This design comes from an exercise in tuning for a short achievable clock period and few clock cycles per item on the open sky130 flow, not from production work.
The RTL was checked by simulation tests, not by an equivalence proof against the original design.
Power is estimated from default activity; no workload was simulated.

== the previous run ==
==> module swsnd_cmdq, before the edit <==
module swsnd_cmdq #(
   parameter int W     = 8,
   parameter int DEPTH = 8
) (
   input  logic         clock,
   input  logic         reset,
   input  logic         write,
   input  logic         push,
   input  logic [W-1:0] push_data,
   output logic         full,
   input  logic         pop,
   output logic         not_empty,
   output logic [W-1:0] head
);
   localparam int AW = $clog2(DEPTH);
   logic [W-1:0]   entry_ff [DEPTH];
   logic [AW-1:0]  wr_ptr_ff, rd_ptr_ff;
   logic [DEPTH:0] level_ff;                
   logic           not_empty_ff;
   logic           stage_valid_ff;          
   logic [W-1:0]   stage_ff;
   assign full      = level_ff[DEPTH] || (level_ff[DEPTH-1] && stage_valid_ff);
   assign not_empty = not_empty_ff;
   assign head      = entry_ff[rd_ptr_ff];
   always_ff @(posedge clock) begin
      if (reset) begin
         wr_ptr_ff      <= '0;
         rd_ptr_ff      <= '0;
         level_ff       <= (DEPTH+1)'(1);
         not_empty_ff   <= 1'b0;
         stage_valid_ff <= 1'b0;
      end else begin
         stage_valid_ff <= write && push;
         if (stage_valid_ff) wr_ptr_ff <= wr_ptr_ff + 1'b1;
         if (pop)            rd_ptr_ff <= rd_ptr_ff + 1'b1;
         if (stage_valid_ff && !pop) level_ff <= {level_ff[DEPTH-1:0], 1'b0};
         if (pop && !stage_valid_ff) level_ff <= {1'b0, level_ff[DEPTH:1]};
         not_empty_ff <= stage_valid_ff || !(level_ff[0] || (level_ff[1] && pop));
      end
   end
   always_ff @(posedge clock) begin
      if (write) stage_ff <= push_data;
      if (stage_valid_ff) entry_ff[wr_ptr_ff] <= stage_ff;
   end
endmodule
==> flow/config.mk <==
export PLATFORM = sky130hd
export DESIGN_NAME = sliding_window_sender
export DESIGN_NICKNAME = sliding_window_sender
export VERILOG_FILES = /design/flow/design.v
export SDC_FILE = /design/flow/constraint.sdc
export NUM_CORES = 4
export LEC_CHECK = 0
export ABC_CLOCK_PERIOD_IN_PS = 2500
export CAP_MARGIN = 20
export CORE_MARGIN = 2
export CORE_UTILIZATION = 65
export PLACE_DENSITY = 0.75
export SLEW_MARGIN = 20
==> flow/constraint.sdc <==
create_clock -name core_clock -period 8.0 [get_ports {clock}]
set_input_delay 1.6000 -clock core_clock [delete_from_list [all_inputs] [get_ports {clock}]]
set_output_delay 1.6000 -clock core_clock [all_outputs]
set_load 0.01 [all_outputs]
standard.sh (not shown) runs the stock make flow with config.mk's settings and CLKGATE_MAP_FILE= SYNTH_SCRIPT=/design/flow/synth_recipe.tcl, a recipe that flattens the netlist after the stock synthesis.
==> flow/flow/run.sh <==
#!/bin/bash
set -euo pipefail
bash standard.sh SETUP_SLACK_MARGIN=5.4 \
  "BUFFER_PORTS_ARGS=-buffer_cell sky130_fd_sc_hd__buf_4" \
  finish > run_standard.log 2>&1
Testbench counts of the previous run, summed over its fixed seeds: cycles 21,242, items 19,083.
What the current run does differently from the previous run at the input level:
--- a/flow/design.v
+++ b/flow/design.v
@@ -87,31 +87,37 @@
    localparam int AW = $clog2(DEPTH);
    logic [W-1:0]   entry_ff [DEPTH];
-   logic [AW-1:0]  wr_ptr_ff, rd_ptr_ff;
+   logic [AW:0]    wr_ptr_ff, rd_ptr_ff;    
+   logic [AW:0]    rd_next;
    logic [DEPTH:0] level_ff;                
+   logic           give_back_ff;            
    logic           not_empty_ff;
-   logic           stage_valid_ff;          
-   logic [W-1:0]   stage_ff;
-   assign full      = level_ff[DEPTH] || (level_ff[DEPTH-1] && stage_valid_ff);
+   logic [1:0]     up;
+   assign full      = level_ff[DEPTH];
    assign not_empty = not_empty_ff;
-   assign head      = entry_ff[rd_ptr_ff];
+   assign head      = entry_ff[rd_ptr_ff[AW-1:0]];
+   assign rd_next   = rd_ptr_ff + (AW+1)'(pop);
+   assign up = 2'(write) - 2'(pop) - 2'(give_back_ff);
    always_ff @(posedge clock) begin
       if (reset) begin
-         wr_ptr_ff      <= '0;
-         rd_ptr_ff      <= '0;
-         level_ff       <= (DEPTH+1)'(1);
-         not_empty_ff   <= 1'b0;
-         stage_valid_ff <= 1'b0;
+         wr_ptr_ff    <= '0;
+         rd_ptr_ff    <= '0;
+         level_ff     <= (DEPTH+1)'(1);
+         give_back_ff <= 1'b0;
+         not_empty_ff <= 1'b0;
       end else begin
-         stage_valid_ff <= write && push;
-         if (stage_valid_ff) wr_ptr_ff <= wr_ptr_ff + 1'b1;
-         if (pop)            rd_ptr_ff <= rd_ptr_ff + 1'b1;
-         if (stage_valid_ff && !pop) level_ff <= {level_ff[DEPTH-1:0], 1'b0};
-         if (pop && !stage_valid_ff) level_ff <= {1'b0, level_ff[DEPTH:1]};
-         not_empty_ff <= stage_valid_ff || !(level_ff[0] || (level_ff[1] && pop));
+         if (push) wr_ptr_ff <= wr_ptr_ff + 1'b1;
+         rd_ptr_ff    <= rd_next;
+         give_back_ff <= write && !push;
+         not_empty_ff <= push || rd_next != wr_ptr_ff;
+         unique case (up)
+            2'd1: level_ff <= {level_ff[DEPTH-1:0], 1'b0};
+            2'd3: level_ff <= {1'b0, level_ff[DEPTH:1]};
+            2'd2: level_ff <= {2'b0, level_ff[DEPTH:2]};
+            default: ;
+         endcase
       end
    end
    always_ff @(posedge clock) begin
-      if (write) stage_ff <= push_data;
-      if (stage_valid_ff) entry_ff[wr_ptr_ff] <= stage_ff;
+      if (write) entry_ff[wr_ptr_ff[AW-1:0]] <= push_data;
    end
 endmodule
[summary]
Delta(routed length on met1, the current run - the previous run) > 0
The kind of critical path comes out register to primary output in one run and register to register in the other, namely in the previous run and the current run respectively.
Relative to the previous run, synthesized area divided by synthesized cell count decreased by 0.21 sq um in the current run.
Average detailed-routed wire length per instance up about 3.7% in the current run wrt the previous run
Changes observed in the current run relative to the previous run: internal power has increased; total instance count after detailed placement has remained practically unchanged; detailed-routed wire length on met3 has increased; worst setup slack after layout has decreased; power density normalized to cell area has increased.
Testbench counts of the current run, summed over its fixed seeds: cycles 21,144, items 19,083.

[port drivers added, routing unchanged]
The flow's constraints put no driver on any port. The routed layouts listed below were extracted and timed again, unchanged, in two steps.
Step 1 (the two cells are an assumption about what drives the block):
set clk [get_ports {clock}]
set_driving_cell -lib_cell sky130_fd_sc_hd__clkbuf_16 $clk
set_driving_cell -lib_cell sky130_fd_sc_hd__buf_2 [delete_from_list [all_inputs] $clk]
Step 2 moves the port delays by t, midway between the first and last clock arrival at a register: inputs arrive t later, outputs are due t later. That takes back most of the time a late clock gives input paths.
a / b / c = no drivers / after step 1 / after step 2; a / b = the first two.
run | shift t [ns] | setup slack, ns | slew at the worst register clock pin (ns) | worst slew at a driven data input, ns | cell pins on the clock port's net
the previous run | 0.726 | 5.257 / 5.187 / 4.925 | 0.07 / 0.07 | 0.05 | 1
the current run | 0.705 | 5.174 / 5.174 / 4.750 | 0.07 / 0.07 | 0.05 | 1
After both steps setup and hold are still met in every run listed. For the current run, which loses most, drivers alone change the setup slack by 0.000 ns; drivers and shift together by -0.424 ns.
